Background: an optimization exercise with open tools, aiming at small area, a short achievable clock period and few clock cycles per item. Do not read the settings as production practice. At most, simulation tests tie the RTL to the original design; equivalence was not proved.

==> run a: inputs <==
// binary_op_pipe
module binary_op_pipe
#(
  parameter int ParamBitWidth = 32,
  parameter int ParamLatency  = 2,
  parameter int ParamTagWidth = 8
) (
  input  logic                     clk,
  input  logic                     reset,
  input  logic                     in_valid,
  output logic                     in_ready,
  input  logic [3:0]               in_op,
  input  logic [ParamBitWidth-1:0] in_lhs,
  input  logic [ParamBitWidth-1:0] in_rhs,
  input  logic [ParamTagWidth-1:0] in_tag,
  output logic                     out_valid,
  input  logic                     out_ready,
  output logic [ParamBitWidth-1:0] out_result,
  output logic [ParamTagWidth-1:0] out_tag,
  output logic                     out_ovf,
  output logic                     out_zero,
  output logic                     out_illegal
);
export LEC_CHECK = 0
export CAP_MARGIN = 50
export CORE_MARGIN = 2
export CORE_UTILIZATION = 75
export SLEW_MARGIN = 65
create_clock -name core_clock -period 12.0 [get_ports {clk}]
run.sh (not shown) runs the stock make flow with config.mk's settings and CLKGATE_MAP_FILE= SYNTH_SCRIPT=/design/flow/synth_recipe.tcl, a recipe that flattens the netlist after the stock synthesis.
==> run b: changes against run a <==
--- a/flow/design.v
+++ b/flow/design.v
@@ -747,15 +747,12 @@
 );
   logic        iv;           
   logic [3:0]  iop;
   logic [31:0] ia;           
   logic [31:0] ib;           
   logic [7:0]  itag;
-  logic [4:0]  shamt;        
-  logic        big;          
-  logic        fill;         
   logic [2:0]  cnt;          
   logic        plast;        
   logic [3:0]  bone, btwo, bneg;   
   logic [7:0]  slo, clo;     
   logic        cy;           
   logic [33:0] acs;          
@@ -763,19 +760,20 @@
   logic        rdy, rdy_o;   
   logic        sv;           
   logic        ov;
   logic [31:0] ores;
   logic [7:0]  otag;
   logic        oovf, ozero, oill;
-  logic is_addsub, is_sub, is_mul, is_shl, is_shr, is_sh;
+  logic is_addsub, is_sub, is_mul, is_shl, is_shr, is_ashr, is_sh;
   logic is_and, is_or, is_xor, is_ill, is_logic;
   assign is_addsub = (iop[3:1] == 3'd0);
   assign is_sub    = (iop == 4'd1);
   assign is_mul    = (iop == 4'd2);
   assign is_shl    = (iop == 4'd3);
   assign is_shr    = (iop == 4'd4) || (iop == 4'd5);
+  assign is_ashr   = (iop == 4'd5);
   assign is_sh     = is_shl || is_shr;
   assign is_and    = (iop == 4'd6);
   assign is_or     = (iop == 4'd7);
   assign is_xor    = (iop == 4'd8);
   assign is_ill    = (iop > 4'd8);
   assign is_logic  = is_and || is_or || is_xor;
@@ -809,13 +807,17 @@
   assign t_s     = ia | ib;
   assign ovf_as  = (ia[31] == ib[31]) && (sum_s[31] != ia[31]);
   assign eq0_s   = (p_s == {t_s[30:0], cin});
   assign eq1_s   = (~p_s == {g_s[30:0], cin});
   assign logic_s = ({32{is_xor | is_or}} & p_s) | ({32{is_and | is_or}} & g_s);
   logic [31:0] sy, sy_rev, shmask;
-  logic        zero_sh;
+  logic [4:0]  shamt;
+  logic        zero_sh, big, fill;
+  assign shamt = ib[4:0];
+  assign big   = |ib[31:5];
+  assign fill  = is_ashr & ia[31];
   always_comb begin
     logic [32:0] r;
     r  = $signed({fill, ia}) >>> shamt;
     sy = big ? {32{fill}} : r[31:0];
   end
   always_comb begin
@@ -892,29 +894,25 @@
     end
   end
   always_ff @(posedge clk) begin
     rdy_o <= rdy_n;
   end
   always_ff @(posedge clk) begin
+    slo <= {8{mul_pass}} & mso[7:0];
+    clo <= {8{mul_pass}} & mco[7:0];
+    cy  <= mul_pass & mlo[8];
+  end
+  always_ff @(posedge clk) begin
     if (rdy) begin
       iop   <= in_op;
       ia    <= (in_op == 4'd3) ? in_lhs_rev : in_lhs;
       ib    <= in_rhs ^ {32{in_op == 4'd1}};
       itag  <= in_tag;
-      shamt <= in_rhs[4:0];
-      big   <= |in_rhs[31:5];
-      fill  <= (in_op == 4'd5) & in_lhs[31];
-      slo   <= 8'd0;
-      clo   <= 8'd0;
-      cy    <= 1'b0;
       {bone, btwo, bneg} <= booth_dec({in_rhs[7:0], 1'b0});
     end else if (mul_pass) begin
       {bone, btwo, bneg} <= booth_dec(ib[15:7]);
-      slo <= mso[7:0];
-      clo <= mco[7:0];
-      cy  <= mlo[8];
       if (mul_last) begin
         ia <= mso[39:8];
         ib <= mco[39:8];
       end else begin
         ib <= {mlo[7:0], ib[31:8]};
       end
ABC_AREA = 1   (was not set)
CORE_UTILIZATION = 50   (was 75)
PLACE_DENSITY = 0.65   (was not set)
==> impl_metrics.yaml <==
grt:
  met3_usage_pct: 11.0
  globalRouteOverflowTotal: 0
logic_synthesis:
  synth_fp_nets: 3434
  synth_commonest_cells: "nand2_1, inv_1, nor2_1"
  synthArstFlopShare_pct: 3.59
  synth_edf_count: 197
status:
  status: "no timing/DRC/antenna violations"
die:
  initial_core_util_pct: 50.6
(the above is from run b)
==> impl_metrics.yaml <==
status:
  status: "did not finish"
  lastStage: "5_1_grt"
  error: "[ERROR GRT-0232] Routing congestion too high. Check the congestion heatmap in the GUI."
logic_synthesis:
  synthArstFlopShare_pct: 3.48
  synthAdderAreaFrac_pct: 18.9
  synth_commonest_cells: "inv_1, edfxtp_1, nand2_1"
  synth_edf_count: 204
  synth_fp_nets: 2827
  syn_inst: 2479
grt:
  met3_usage_pct: 60.2
  gr-usage-all-layers_pct: 75.6
place:
  dp_slack_ns: 7.62
  detailed_place_hpwl_mm: 77.1
die:
  initial_core_util_pct: 76.0
(the above is from run a)
Testbench counts of run b, summed over its fixed seeds: cycles 22,384, items 16,000.
Function not checked in run a: the RTL went through the layout flow alone.


==> inputs of run E <==
RTL: one of the versions met above, not the one the previous note started from.
clock: 12.0 ns
lec_check: 0
abc_area: 1
cap_margin: 65
core_margin: 2
core_utilization: 50
place_density: 0.65
slew_margin: 75
==> inputs of run X, as changes to run E <==
--- a/flow/design.v
+++ b/flow/design.v
@@ -749,106 +749,92 @@
   logic [3:0]  iop;
   logic [31:0] ia;           
   logic [31:0] ib;           
   logic [7:0]  itag;
   logic [2:0]  cnt;          
-  logic        plast;        
   logic [3:0]  bone, btwo, bneg;   
-  logic [7:0]  slo, clo;     
   logic        cy;           
   logic [33:0] acs;          
   logic [33:0] acc;          
-  logic        rdy, rdy_o;   
   logic        sv;           
   logic        ov;
   logic [31:0] ores;
   logic [7:0]  otag;
   logic        oovf, ozero, oill;
-  logic is_addsub, is_sub, is_mul, is_shl, is_shr, is_ashr, is_sh;
+  logic is_addsub, is_sub, is_mul, is_shl, is_shr, is_ashr;
   logic is_and, is_or, is_xor, is_ill, is_logic;
   assign is_addsub = (iop[3:1] == 3'd0);
   assign is_sub    = (iop == 4'd1);
   assign is_mul    = (iop == 4'd2);
   assign is_shl    = (iop == 4'd3);
   assign is_shr    = (iop == 4'd4) || (iop == 4'd5);
   assign is_ashr   = (iop == 4'd5);
-  assign is_sh     = is_shl || is_shr;
   assign is_and    = (iop == 4'd6);
   assign is_or     = (iop == 4'd7);
   assign is_xor    = (iop == 4'd8);
   assign is_ill    = (iop > 4'd8);
   assign is_logic  = is_and || is_or || is_xor;
-  logic mul_pass, mul_last;
+  logic mul_fin, mul_pass, mul_last;
+  assign mul_fin  = is_mul && cnt[2];
   assign mul_pass = iv && is_mul && !cnt[2] && !sv;
-  assign mul_last = plast;
-  logic [41:0] mso, mco;
-  logic [8:0]  mlo;           
-  binary_op_alu u_mpass (
-    .x       (ia),
-    .bone    (bone),
-    .btwo    (btwo),
-    .bneg    (bneg),
-    .as_i    (acs),
-    .ac_i    (acc),
-    .notlast (!mul_last),
-    .so      (mso),
-    .co      (mco)
-  );
-  logic [9:0] mlo10;
-  assign mlo10 = {1'b0, slo, 1'b1} + {1'b0, clo, cy};
-  assign mlo   = mlo10[9:1];
+  assign mul_last = (cnt[1:0] == 2'd3);
   logic [31:0] sum_s, p_s, g_s, t_s, logic_s;
   logic [32:0] sum33_s;
-  logic        cin, ovf_as, eq0_s, eq1_s;
-  assign cin     = is_sub | (is_mul & mlo[8]);
-  assign sum33_s = {ia, 1'b1} + {ib, is_sub};
+  logic        cin, ovf_as, zero_as, eq0_s, eq1_s;
+  assign cin     = is_sub | (is_mul & cy);
+  assign sum33_s = {ia, 1'b1} + {ib, cin};
   assign sum_s   = sum33_s[32:1];
   assign p_s     = ia ^ ib;
   assign g_s     = ia & ib;
   assign t_s     = ia | ib;
   assign ovf_as  = (ia[31] == ib[31]) && (sum_s[31] != ia[31]);
   assign eq0_s   = (p_s == {t_s[30:0], cin});
   assign eq1_s   = (~p_s == {g_s[30:0], cin});
+  assign zero_as = eq0_s;
   assign logic_s = ({32{is_xor | is_or}} & p_s) | ({32{is_and | is_or}} & g_s);
-  logic [31:0] sy, sy_rev, shmask;
-  logic [4:0]  shamt;
-  logic        zero_sh, big, fill;
-  assign shamt = ib[4:0];
-  assign big   = |ib[31:5];
-  assign fill  = is_ashr & ia[31];
+  logic [31:0] sy, sy_rev;
+  logic        fill, big;
+  assign fill = is_ashr & ia[31];
+  assign big  = |ib[31:5];
   always_comb begin
     logic [32:0] r;
-    r  = $signed({fill, ia}) >>> shamt;
+    r  = $signed({fill, ia}) >>> ib[4:0];
     sy = big ? {32{fill}} : r[31:0];
   end
   always_comb begin
-    for (int i = 0; i < 32; i++) begin
-      sy_rev[i] = sy[31-i];
-      shmask[i] = (i >= shamt);
-    end
+    for (int i = 0; i < 32; i++) sy_rev[i] = sy[31-i];
   end
-  assign zero_sh = !fill && (big || ((ia & shmask) == 32'd0));
-  logic [31:0] eres;
+  logic [41:0] mso, mco;
+  logic [8:0]  mlo;           
+  logic        first;
+  assign first = (cnt[1:0] == 2'd0);
+  binary_op_alu u_mpass (
+    .x       (ia),
+    .bone    (bone),
+    .btwo    (btwo),
+    .bneg    (bneg),
+    .as_i    (first ? 34'h200000000 : acs),
+    .ac_i    (first ? 34'd0 : acc),
+    .notlast (!mul_last),
+    .so      (mso),
+    .co      (mco)
+  );
+  assign mlo = {1'b0, mso[7:0]} + {1'b0, mco[7:0]} + {8'd0, cy};
+  logic [31:0] eres, eres_nz;
   logic [7:0]  etag;
   logic        eovf, ezero, eill, edone, ego;
-  logic        s_sum, s_shl, s_shr, s_log, s_mul;
+  logic        s_sum, s_shl, s_shr, s_log, s_acc;
   assign s_sum = is_addsub & !sv;
   assign s_shl = is_shl & !sv;
   assign s_shr = is_shr & !sv;
   assign s_log = is_logic & !sv;
-  assign s_mul = is_mul & !sv;
-  assign eres[31:24] = ({8{s_sum}} & sum_s[31:24]) | ({8{s_shl}} & sy_rev[31:24])
-                     | ({8{s_shr}} & sy[31:24]) | ({8{s_log}} & logic_s[31:24])
-                     | ({8{s_mul}} & mlo[7:0]) | ({8{sv}} & acs[31:24]);
-  assign eres[23:0]  = ({24{s_sum}} & sum_s[23:0]) | ({24{s_shl}} & sy_rev[23:0])
-                     | ({24{s_shr}} & sy[23:0]) | ({24{s_log}} & logic_s[23:0])
-                     | ({24{s_mul | sv}} & acs[23:0]);
-  assign ezero = sv ? acc[10]
-               : ((is_addsub & eq0_s) | (is_sh & zero_sh) | (is_logic & (logic_s == 32'd0))
-                  | (is_mul & (mlo[7:0] == 8'd0) & (acs[23:0] == 24'd0)) | is_ill);
-  assign eovf  = sv ? acc[8]
-               : ((is_addsub & ovf_as) | (is_mul & (mlo[7] ? !eq1_s : !eq0_s)));
+  assign s_acc = is_mul | sv;
+  assign eres_nz = ({32{s_shl}} & sy_rev) | ({32{s_shr}} & sy)
+                 | ({32{s_log}} & logic_s) | ({32{s_acc}} & acs[31:0]);
+  assign eres  = ({32{s_sum}} & sum_s) | eres_nz;
+  assign ezero = sv ? acc[10] : (is_addsub ? zero_as : (eres_nz == 32'd0));
+  assign eovf  = sv ? acc[8] : ((is_addsub & ovf_as) | (is_mul & (acs[31] ? !eq1_s : !eq0_s)));
   assign eill  = sv ? acc[9] : is_ill;
   assign etag  = sv ? acc[7:0] : itag;
   assign edone = !is_mul || cnt[2];
   assign ego   = iv && edone && !sv;
   function automatic logic [11:0] booth_dec(input logic [8:0] y);
@@ -858,81 +844,76 @@
       one[t] = y[2*t+1] ^ y[2*t];
       two[t] = (y[2*t+2] & ~y[2*t+1] & ~y[2*t]) | (~y[2*t+2] & y[2*t+1] & y[2*t]);
     end
     booth_dec = {one, two, neg};
   endfunction
-  logic out_take, skid_ld;
+  logic out_take;
   logic [31:0] in_lhs_rev;
   always_comb begin
     for (int i = 0; i < 32; i++) in_lhs_rev[i] = in_lhs[31-i];
   end
+  logic       rdy;
   logic       iv_n, sv_n, ov_n, rdy_n, mul_n;
   logic [2:0] cnt_n;
-  assign in_ready = rdy_o;
+  assign in_ready = rdy;
   assign out_take = !ov || out_ready;
-  assign skid_ld  = !sv && ego && !out_take;
   assign iv_n  = rdy ? in_valid : iv;
   assign mul_n = rdy ? (in_op == 4'd2) : is_mul;
   assign cnt_n = ego ? 3'd0 : (mul_pass ? cnt + 3'd1 : cnt);
   assign sv_n  = sv ? !out_take : (ego && !out_take);
   assign ov_n  = out_take ? (sv || ego) : ov;
   assign rdy_n = !iv_n || ((!mul_n || cnt_n[2]) && !sv_n);
   always_ff @(posedge clk or posedge reset) begin
     if (reset) begin
-      iv    <= 1'b0;
-      cnt   <= 3'd0;
-      sv    <= 1'b0;
-      ov    <= 1'b0;
-      rdy   <= 1'b1;
-      plast <= 1'b0;
+      iv  <= 1'b0;
+      cnt <= 3'd0;
+      sv  <= 1'b0;
+      ov  <= 1'b0;
+      rdy <= 1'b1;
     end else begin
-      iv    <= iv_n;
-      cnt   <= cnt_n;
-      sv    <= sv_n;
-      ov    <= ov_n;
-      rdy   <= rdy_n;
-      plast <= (cnt_n == 3'd3);
+      iv  <= iv_n;
+      cnt <= cnt_n;
+      sv  <= sv_n;
+      ov  <= ov_n;
+      rdy <= rdy_n;
     end
   end
   always_ff @(posedge clk) begin
-    rdy_o <= rdy_n;
-  end
-  always_ff @(posedge clk) begin
-    slo <= {8{mul_pass}} & mso[7:0];
-    clo <= {8{mul_pass}} & mco[7:0];
-    cy  <= mul_pass & mlo[8];
-  end
-  always_ff @(posedge clk) begin
     if (rdy) begin
-      iop   <= in_op;
-      ia    <= (in_op == 4'd3) ? in_lhs_rev : in_lhs;
-      ib    <= in_rhs ^ {32{in_op == 4'd1}};
-      itag  <= in_tag;
+      iop  <= in_op;
+      ia   <= (in_op == 4'd3) ? in_lhs_rev : in_lhs;
+      ib   <= in_rhs ^ {32{in_op == 4'd1}};
+      itag <= in_tag;
+      cy   <= 1'b0;
       {bone, btwo, bneg} <= booth_dec({in_rhs[7:0], 1'b0});
     end else if (mul_pass) begin
       {bone, btwo, bneg} <= booth_dec(ib[15:7]);
+      cy    <= mlo[8];
       if (mul_last) begin
         ia <= mso[39:8];
         ib <= mco[39:8];
       end else begin
         ib <= {mlo[7:0], ib[31:8]};
       end
     end
-    if (mul_pass || !(sv && !out_take)) begin
-      acs <= ({34{mul_pass & !mul_last}} & mso[41:8])
-           | ({34{mul_pass & mul_last}} & {10'd0, mlo[7:0], ib[31:16]})
-           | ({34{skid_ld}} & {2'b00, eres})
-           | {!mul_pass & !skid_ld, 33'd0};
-      acc <= ({34{mul_pass}} & mco[41:8])
-           | ({34{skid_ld}} & {23'd0, ezero, eill, eovf, etag});
+    if (mul_pass) begin
+      if (mul_last) begin
+        acs <= {2'b00, mlo[7:0], ib[31:8]};
+      end else begin
+        acs <= mso[41:8];
+        acc <= mco[41:8];
+      end
+    end else if (!sv) begin
+      acs[31:0] <= eres;
+      acc[10:0] <= {ezero, eill, eovf, etag};
     end
     if (out_take) begin
-      ores  <= eres;
-      otag  <= etag;
-      oovf  <= eovf;
+      ores <= eres;
+      otag <= etag;
+      oovf <= eovf;
       ozero <= ezero;
-      oill  <= eill;
+      oill <= eill;
     end
   end
   assign out_valid   = ov;
   assign out_result  = ores;
   assign out_tag     = otag;
==> flow/config.mk (replaced) <==
export PLATFORM = sky130hd
export DESIGN_NAME = binary_op_pipe
export DESIGN_NICKNAME = binary_op_pipe
export VERILOG_FILES = /design/flow/design.v
export SDC_FILE = /design/flow/constraint.sdc
export NUM_CORES = 4
export LEC_CHECK = 0
export CAP_MARGIN = 20
export CORE_MARGIN = 2
export CORE_UTILIZATION = 65
export SLEW_MARGIN = 20
==> inputs of run R, as changes to run E <==
==> flow/config.mk (replaced) <==
export PLATFORM = sky130hd
export DESIGN_NAME = binary_op_pipe
export DESIGN_NICKNAME = binary_op_pipe
export VERILOG_FILES = /design/flow/design.v
export SDC_FILE = /design/flow/constraint.sdc
export NUM_CORES = 4
export LEC_CHECK = 0
export ABC_AREA = 1
export CAP_MARGIN = 50
export CORE_MARGIN = 2
export CORE_UTILIZATION = 45
export PLACE_DENSITY = 0.6
export SLEW_MARGIN = 65
==> inputs of run K, as changes to run E <==
==> flow/config.mk (replaced) <==
export PLATFORM = sky130hd
export DESIGN_NAME = binary_op_pipe
export DESIGN_NICKNAME = binary_op_pipe
export VERILOG_FILES = /design/flow/design.v
export SDC_FILE = /design/flow/constraint.sdc
export NUM_CORES = 4
export LEC_CHECK = 0
export ABC_AREA = 1
export CAP_MARGIN = 50
export CORE_MARGIN = 2
export CORE_UTILIZATION = 58
export PLACE_DENSITY = 0.7
export SLEW_MARGIN = 65
==> qor summary <==
	run R	run E	run X	run K
Result of the run	complete, no violations	complete, no violations	complete, no violations	complete, no violations
Post-Synthesis Cell Area	0.02356 mm^2	0.02356 mm^2	0.02270 mm^2	0.02356 mm^2
Worst stage delay on the critical path	0.64 ns	0.51 ns	1.16 ns	0.55 ns
Net count after synthesis	3434	3434	2709	3434
Signal arrival time at the worst endpoint	4.50 ns	4.37 ns	5.69 ns	4.71 ns
Final critical path time including I/O delays and setup	4.154 ns	4.038 ns	5.394 ns	4.374 ns
Endpoint with the worst hold slack	cnt[0]	cnt[0]	otag[4]	cnt[0]
Launch instance of the worst register-to-register path	ia[2]	ia[31]	ia[3]	ia[10]
Proportion of cell area occupied by registers	24.61%	23.93%	24.22%	24.80%
Core area	0.05151 mm^2	0.04656 mm^2	0.03446 mm^2	0.03991 mm^2
WL/cell	29.69 um	29.31 um	35.55 um	30.83 um
Post-layout worst setup margin	7.846 ns	7.962 ns	6.606 ns	7.626 ns
Grt met2 use	62.90%	65.50%	77.84%	76.64%
Antenna violations before repair	2	2	13	8
Detailed router's first-iteration violation count	3507	4131	3873	4928
Most used standard cell by instance count after synthesis	nand2_1	nand2_1	inv_1	nand2_1
Critical path class	register to register	input port to register	register to register	register to register
Final Core Density	51.14%	58.17%	72.93%	65.46%
Distinct cell type count after synthesis	60	60	82	60
Area taken by flip-flops and latches	0.006482 mm^2	0.006481 mm^2	0.006086 mm^2	0.006481 mm^2
Seq cells post-synth	223	223	204	223
Rows	83	79	68	73
Testbench counts of run E, summed over its fixed seeds: cycles 22,384, items 16,000.
Testbench counts of run X, summed over its fixed seeds: cycles 22,384, items 16,000.
Testbench counts of run R, summed over its fixed seeds: cycles 22,384, items 16,000.
Testbench counts of run K, summed over its fixed seeds: cycles 22,384, items 16,000.

what the ideal ports hide:
How much do the figures lean on ideal ports? The routed layouts below were timed once more, with nothing changed but the port constraints. Step 1, drivers: a clkbuf_16 drives clk and a buf_2 each remaining input, both assumed. Step 2 moves the port delays by t, midway between the first and last clock arrival at a register: inputs arrive t later, outputs are due t later. That takes back most of the time a late clock gives input paths. a / b / c = ideal ports / drivers / drivers and shift; a / b = the first two.
run | t, ns | slack for setup (ns) | worst data-port slew with drivers (ns) | cell pins on the clock port's net
run b | 0.653 | 7.877 / 7.877 / 7.510 | 0.05 | 1
run E | 0.643 | 7.962 / 7.997 / 7.355 | 0.05 | 1
run X | 0.617 | 6.606 / 6.606 / 6.606 | 0.12 | 1
run R | 0.644 | 7.846 / 7.846 / 7.325 | 0.05 | 1
run K | 0.643 | 7.626 / 7.626 / 7.297 | 0.06 | 1
After both steps setup and hold are still met in every run listed. The setup slack of run E, which loses most, moves by +0.035 ns with the drivers and by -0.607 ns with both steps.
